From an optimization exercise on the open Yosys and OpenROAD flow, aimed at small area, a short achievable clock period and few clock cycles per item; shortcuts taken in it are not production practice.
Where RTL was checked, it was by simulation tests only, not by an equivalence proof against the original.
Power and IR drop assume default switching activity.

Setup of the reference run:
==> flow/design.v (excerpt) <==
module multicycle_alu #(
  parameter int WIDTH         = 32,
  parameter bit SIGNED_MULDIV = 1'b1
) (
  input  logic               clk,
  input  logic               clr,
  input  logic               start,
  input  logic [alu_pkg::OP_BITS-1:0] CONTROL,
  input  logic [WIDTH-1:0]   A,
  input  logic [WIDTH-1:0]   B,
  output logic [WIDTH-1:0]   ZLO,
  output logic [WIDTH-1:0]   ZHI,
  output logic               busy,
  output logic               done,
  output logic               div_by_zero,
  output logic               illegal_op
);
Settings: LEC_CHECK=0, CAP_MARGIN=20, CORE_MARGIN=2, CORE_UTILIZATION=50, SLEW_MARGIN=20; clock period 5.5 ns.
run.sh (not shown) runs the stock make flow with config.mk's settings and CLKGATE_MAP_FILE= SYNTH_SCRIPT=/design/flow/synth_recipe.tcl, a recipe that flattens the netlist after the stock synthesis.
What the trial run does differently from the reference run at the input level:
Settings: an added ABC_AREA of 1; a change of CORE_UTILIZATION from 50 to 45.
Notes after the runs:
- The reference run has lower cell count of the worst reg-to-reg path than the trial run.
- Worst stage delay on the critical path (the trial run over the reference run): decrease, 0.03 ns
- The cell row count number comes out lower for the reference run vs the trial run.
- Between the trial run and the reference run, sequential portion of the cell area is lower for the reference run, the trial run comes in above that.
- Relative to the reference run, relative area change from synthesis to final layout has decreased by 1.9 points in the trial run.
- The trial run vs the reference run: highest ir drop seen on vdd down in the trial run
- Looking at most common cell after layout, fill and taps aside, the sky130_fd_sc_hd__nand2_1 result is from the trial run; the sky130_fd_sc_hd__a21oi_1 one comes from the reference run.
Function was not checked in any run of this note: the RTL went through the layout flow alone.


== PW ==
Another version of the RTL of multicycle_alu (not shown whole).
For scale: about 2700 cells after synthesis, ~170 flip-flops, about 150 I/O pins.
## multicycle_alu
module multicycle_alu #(
  parameter int WIDTH         = 32,
  parameter bit SIGNED_MULDIV = 1'b1
) (
  input  logic               clk,
  input  logic               clr,
  input  logic               start,
  input  logic [alu_pkg::OP_BITS-1:0] CONTROL,
  input  logic [WIDTH-1:0]   A,
  input  logic [WIDTH-1:0]   B,
  output logic [WIDTH-1:0]   ZLO,
  output logic [WIDTH-1:0]   ZHI,
  output logic               busy,
  output logic               done,
  output logic               div_by_zero,
  output logic               illegal_op
);
Settings: LEC_CHECK=0, ABC_AREA=1, CAP_MARGIN=20, CORE_MARGIN=2, CORE_UTILIZATION=35, SETUP_SLACK_MARGIN=0.2, SLEW_MARGIN=20; clock period 5.5 ns.
standard.sh (not shown) runs the stock make flow with config.mk's settings and CLKGATE_MAP_FILE= SYNTH_SCRIPT=/design/flow/synth_recipe.tcl, a recipe that flattens the netlist after the stock synthesis.
==> flow/flow/run.sh <==
#!/bin/bash
# The standard ORFS layout (the standard.sh, standard synthesis included),
# with one change: the port buffers are buf_1 cells instead of the larger
# delay buffers buffer_ports picks by default. Every port still gets its own
# buffer. make's full output goes to run_standard.log in this folder.
set -euo pipefail
bash standard.sh finish \
  "BUFFER_PORTS_ARGS=-buffer_cell sky130_fd_sc_hd__buf_1" \
  > run_standard.log 2>&1
Testbench counts of PW, summed over its fixed seeds: cycles 39,530, ops 8,000.
For AL, these inputs were changed with respect to PW:
- changing CORE_UTILIZATION from 35 to 40
- removing SETUP_SLACK_MARGIN (formerly 0.2)
Findings:
Global-route total usage across every layer | AL above PW. The relative slew slack in AL sits 0.80 points below the value recorded for PW. | starting utilization of the core area | AL vs PW | 5.4 points higher |. When AL is measured against PW, its met3 layer usage reported by global route turns out 2.6 points higher. Of AL and PW, AL shows the lower cell area after layout, with PW above it. Compared with PW, AL degrades setup slack. Compared with PW, AL shows a lower number of antenna cells inserted. Cmp AL and PW / wire length of the first global-routing pass / lower: AL.


Starting RTL as in the previous note.
==> flow/config.mk <==
export PLATFORM = sky130hd
export DESIGN_NAME = multicycle_alu
export DESIGN_NICKNAME = multicycle_alu
export VERILOG_FILES = /design/flow/design.v
export SDC_FILE = /design/flow/constraint.sdc
export NUM_CORES = 4
export LEC_CHECK = 0
export ABC_AREA = 1
export CAP_MARGIN = 20
export CORE_MARGIN = 2
export CORE_UTILIZATION = 40
export SETUP_SLACK_MARGIN = 0.5
export SLEW_MARGIN = 20
==> flow/constraint.sdc <==
create_clock -name core_clock -period 5.5 [get_ports {clk}]
set_input_delay 1.1000 -clock core_clock [delete_from_list [all_inputs] [get_ports {clk}]]
set_output_delay 1.1000 -clock core_clock [all_outputs]
set_load 0.01 [all_outputs]
Scripts as last shown in full above: flow/flow/run.sh
The first run produced a clean layout.
Testbench counts at the start, summed over its fixed seeds: cycles 39,530, ops 8,000.
Then changed:
Settings changed: CORE_UTILIZATION 40 to 45, SETUP_SLACK_MARGIN 0.5 to 0.4.
Die area falls by 11%.
Total power went down by 2.6%.
Synthesized area does not change.
First-iteration DRC count decreases by 3.1%.
Register-to-register slack gets worse by 130 ps.
Core utilization rises by 4.9 points.
Count of clock-buffer cells in the layout went up by 2.


== build 58 ==
multicycle_alu again, from the RTL that the note above started with.
export LEC_CHECK = 0
export ABC_AREA = 1
export CAP_MARGIN = 20
export CORE_MARGIN = 2
export CORE_UTILIZATION = 40
export SETUP_SLACK_MARGIN = 0.6
export SLEW_MARGIN = 20
create_clock -name core_clock -period 5.5 [get_ports {clk}]
Scripts as last shown in full above: flow/flow/run.sh
Testbench counts of build 58, summed over its fixed seeds: cycles 39,530, ops 8,000.
[inputs] trial 32 vs build 58
- a change of SETUP_SLACK_MARGIN from 0.6 to 0.3
--- outcome ---
Comparing number of gates on the worst path with buffers counted for build 58 and trial 32, the smaller number came from trial 32. Trial 32 vs build 58: final worst-path setup slack down in trial 32. Diff trial 32..build 58 | met2 track demand over resource in global routing | negligible. Summary — first-pass GRT wire length, trial 32 relative to build 58: higher, by 3.0%. Of trial 32 and build 58, it is trial 32 that has the higher number of antenna violations at the first check in global routing. Taking build 58 as the reference, in trial 32 power after layout shows an increase of 2.3%; synthesized instance count has remained practically unchanged; non-clock buffer count went up by 37; cell internal power dissipation now larger.


multicycle_alu with an RTL version that a note above also has.
For scale: ~3000 cells after synthesis, about 150 I/O pins, about 19000 µm² of cells after synthesis.
Settings: LEC_CHECK=0, ABC_AREA=1, CAP_MARGIN=20, CORE_MARGIN=2, CORE_UTILIZATION=45, SLEW_MARGIN=20; clock period 5.5 ns.
Scripts as last shown in full above: flow/flow/run.sh
The baseline completed without violations.
Edit:
==> flow/run.sh (new file) <==
#!/bin/bash
# synth_recipe.tcl (not shown) runs the flow's synth.tcl, then flattens the netlist and writes it again
# the make line also repeats each setting of config.mk as NAME=value (left out here)
make -C /OpenROAD-flow-scripts/flow DESIGN_CONFIG=/design/flow/config.mk WORK_HOME=/design/flow/orfs CLKGATE_MAP_FILE= SYNTH_SCRIPT=/design/flow/synth_recipe.tcl finish
ABC_AREA = unset   (was 1)
CORE_UTILIZATION = 60   (was 45)
SETUP_SLACK_MARGIN = 0.5   (was unset)
removed: flow/flow/run.sh
removed: flow/standard.sh
After rerunning: Sequential power barely changes. Routed wire length drops by 5.7%. Worst setup slack got worse by 0.13 ns. Flip-flop and latch count is unchanged. Design area climbs by 10%. Via count climbs by 1.9%. Clock-buffer cell count climbs by 1. Total power drops by 6.1%. Register-to-register slack improved by 0.06 ns. Clock skew drops by 0.017 ns.
No run of this note included a check of the RTL's function; only the layout flow was run.


Another version of the RTL of multicycle_alu (not shown whole).
For scale: ~2800 cells after synthesis, about 150 I/O pins, ~0.018 mm² of cells after synthesis.
==> flow/config.mk <==
export PLATFORM = sky130hd
export DESIGN_NAME = multicycle_alu
export DESIGN_NICKNAME = multicycle_alu
export VERILOG_FILES = /design/flow/design.v
export SDC_FILE = /design/flow/constraint.sdc
export NUM_CORES = 4
export LEC_CHECK = 0
export ABC_AREA = 1
export CAP_MARGIN = 20
export CORE_MARGIN = 2
export CORE_UTILIZATION = 45
export SETUP_SLACK_MARGIN = 0.2
export SLEW_MARGIN = 20
==> flow/constraint.sdc <==
create_clock -name core_clock -period 5.5 [get_ports {clk}]
set_input_delay 1.1000 -clock core_clock [delete_from_list [all_inputs] [get_ports {clk}]]
set_output_delay 1.1000 -clock core_clock [all_outputs]
set_load 0.01 [all_outputs]
==> flow/flow/run.sh <==
#!/bin/bash
# The standard ORFS layout (the standard.sh, standard synthesis included),
# with one change: the port buffers are buf_1 cells instead of the larger
# delay buffers buffer_ports picks by default. Every port still gets its own
# buffer. make's full output goes to run_standard.log in this folder.
set -euo pipefail
bash standard.sh finish \
  "BUFFER_PORTS_ARGS=-buffer_cell sky130_fd_sc_hd__buf_1" \
  > run_standard.log 2>&1
The first run ran to the end with no violations.
Testbench counts at the start, summed over its fixed seeds: cycles 39,530, ops 8,000.
Next try:
Settings changed: CTS_BUF_LIST from default to sky130_fd_sc_hd__clkbuf_4 sky130_fd_sc_hd__clkbuf_8.
Design area shrinks slightly. Combinational power barely changes. Power shrinks by a few percent. Routed wire length stays flat. Utilization shrinks by 0.38 points. Synthesized cell count does not change. Sequential power barely changes. Non-clock buffer count grows by 2.


multicycle_alu with an RTL version that a note above also has.
Size: ~2700 cells after synthesis, about 170 flip-flops, roughly 150 I/O pins, roughly 18000 sq um of cells after synthesis.
==> flow/design.v (excerpt) <==
module multicycle_alu #(
  parameter int WIDTH         = 32,
  parameter bit SIGNED_MULDIV = 1'b1
) (
  input  logic               clk,
  input  logic               clr,
  input  logic               start,
  input  logic [alu_pkg::OP_BITS-1:0] CONTROL,
  input  logic [WIDTH-1:0]   A,
  input  logic [WIDTH-1:0]   B,
  output logic [WIDTH-1:0]   ZLO,
  output logic [WIDTH-1:0]   ZHI,
  output logic               busy,
  output logic               done,
  output logic               div_by_zero,
  output logic               illegal_op
);
  localparam logic [2:0] S_IDLE  = 3'd0;
  localparam logic [2:0] S_MUL   = 3'd1;
  localparam logic [2:0] S_DABS  = 3'd3;
  localparam logic [2:0] S_DNORM = 3'd4;
  localparam logic [2:0] S_DIV   = 3'd5;
  localparam logic [2:0] S_FIXQ  = 3'd6;
  localparam logic [2:0] S_FIXR  = 3'd7;
  logic [2:0]  state;
  logic [31:0] a_q, b_q;
  logic [11:0] op_q;
  logic        legal_q;
  logic        pend;
  logic [5:0]  cnt;
  logic        nq, nr;
  logic        seen;
  logic        xs_a, xs_hi, xs_sh, xs_lo, x_inv;   
  logic        c_one, c_two, c_neg, c_cin;
  logic        c_dbl, c_ff;    
  logic [3:0]  zrem_q;         
  logic        acc;
  logic        legal_in, mul_in, div_in, neg_amt, b_zero;
  logic        dz_q;
  logic [5:0]  k_in;
  logic [5:0]  lena, lenb;
  assign acc = start && !busy;
  always_comb begin
    legal_in = alu_pkg::onehot_ok(CONTROL);
    mul_in   = legal_in && CONTROL[alu_pkg::OP_MUL];
    b_zero   = (B == '0);
    div_in   = legal_in && CONTROL[alu_pkg::OP_DIV] && !b_zero && (k_in != 6'd0);
    neg_amt  = CONTROL[alu_pkg::OP_ROL] || CONTROL[alu_pkg::OP_SHL];
  end
  logic        swap;
  logic [31:0] mplier;
  logic [5:0]  mlen_in;
  always_comb begin
    swap    = CONTROL[alu_pkg::OP_MUL] && (lenb < lena);
    mplier  = swap ? B : A;
  ...
clock: 5.5 ns
lec_check: 0
abc_area: 1
cap_margin: 20
core_margin: 2
core_utilization: 40
setup_slack_margin: 0.4
slew_margin: 20
Scripts as last shown in full above: flow/flow/run.sh
Testbench counts at the start, summed over its fixed seeds: cycles 39,530, ops 8,000.
Then changed:
- SETUP_SLACK_MARGIN: 0.4 -> 0.2
Outcome:
- worst hold slack degrades by 0.0035 ns
- worst setup slack degrades by 0.047 ns
- area after synthesis stays the same

[separate check: timing with driven ports]
No port has a modelled driver above. Below, the same layouts with a new extraction and two added sets of constraints.
Step 1 sets driving cells, clkbuf_16 on the clock port and buf_2 on the other inputs (assumed; they add their load-dependent delay and slew).
Step 2 times the ports against the registers' clock, not the clock port: input delays grow and output delays shrink by t, the midpoint of the rising clock arrivals with the driver on.
Three values: ideal ports, drivers, drivers and shift; two values: the first two.
run | shift t [ns] | slack for setup (ns) | hold WS [ns] | clock arrival spread, ns | worst data-port slew with drivers (ns)
the reference run | 0.571 | 0.125 / 0.166 / -0.404 | 0.494 / 0.494 / 0.494 | 0.018 / 0.019 | 0.08
the trial run | 0.573 | 0.169 / 0.169 / -0.202 | 0.472 / 0.472 / 0.472 | 0.029 / 0.030 | 0.04
PW | 0.565 | 0.346 / 0.346 / -0.005 | 0.481 / 0.481 / 0.481 | 0.023 / 0.024 | 0.05
AL | 0.567 | 0.154 / 0.154 / -0.127 | 0.474 / 0.474 / 0.474 | 0.017 / 0.018 | 0.04
the first run of note 3 | 0.570 | 0.400 / 0.394 / -0.176 | 0.470 / 0.470 / 0.470 | 0.028 / 0.028 | 0.07
the second run of note 3 | 0.520 | 0.197 / 0.217 / -0.303 | 0.475 / 0.475 / 0.475 | 0.022 / 0.021 | 0.06
build 58 | 0.562 | 0.486 / 0.477 / -0.085 | 0.469 / 0.469 / 0.469 | 0.019 / 0.020 | 0.08
trial 32 | 0.575 | 0.425 / 0.425 / -0.049 | 0.477 / 0.477 / 0.477 | 0.028 / 0.028 | 0.06
the first run of note 5 | 0.593 | 0.365 / 0.365 / -0.063 | 0.462 / 0.462 / 0.462 | 0.035 / 0.035 | 0.04
the second run of note 5 | 0.525 | 0.231 / 0.259 / -0.266 | 0.488 / 0.488 / 0.488 | 0.017 / 0.018 | 0.05
the first run of note 6 | 0.529 | 0.248 / 0.248 / -0.179 | 0.477 / 0.477 / 0.477 | 0.016 / 0.016 | 0.13
the second run of note 6 | 0.585 | 0.203 / 0.163 / -0.423 | 0.480 / 0.480 / 0.480 | 0.027 / 0.027 | 0.14
the first run of note 7 | 0.572 | 0.501 / 0.527 / -0.040 | 0.469 / 0.469 / 0.469 | 0.027 / 0.028 | 0.04
the second run of note 7 | 0.569 | 0.454 / 0.454 / -0.089 | 0.466 / 0.466 / 0.466 | 0.021 / 0.021 | 0.06
With both steps, setup timing fails in every run listed, where it was met with ideal ports. The setup slack of the second run of note 6, which loses most, moves by -0.040 ns with the drivers and by -0.626 ns with both steps.
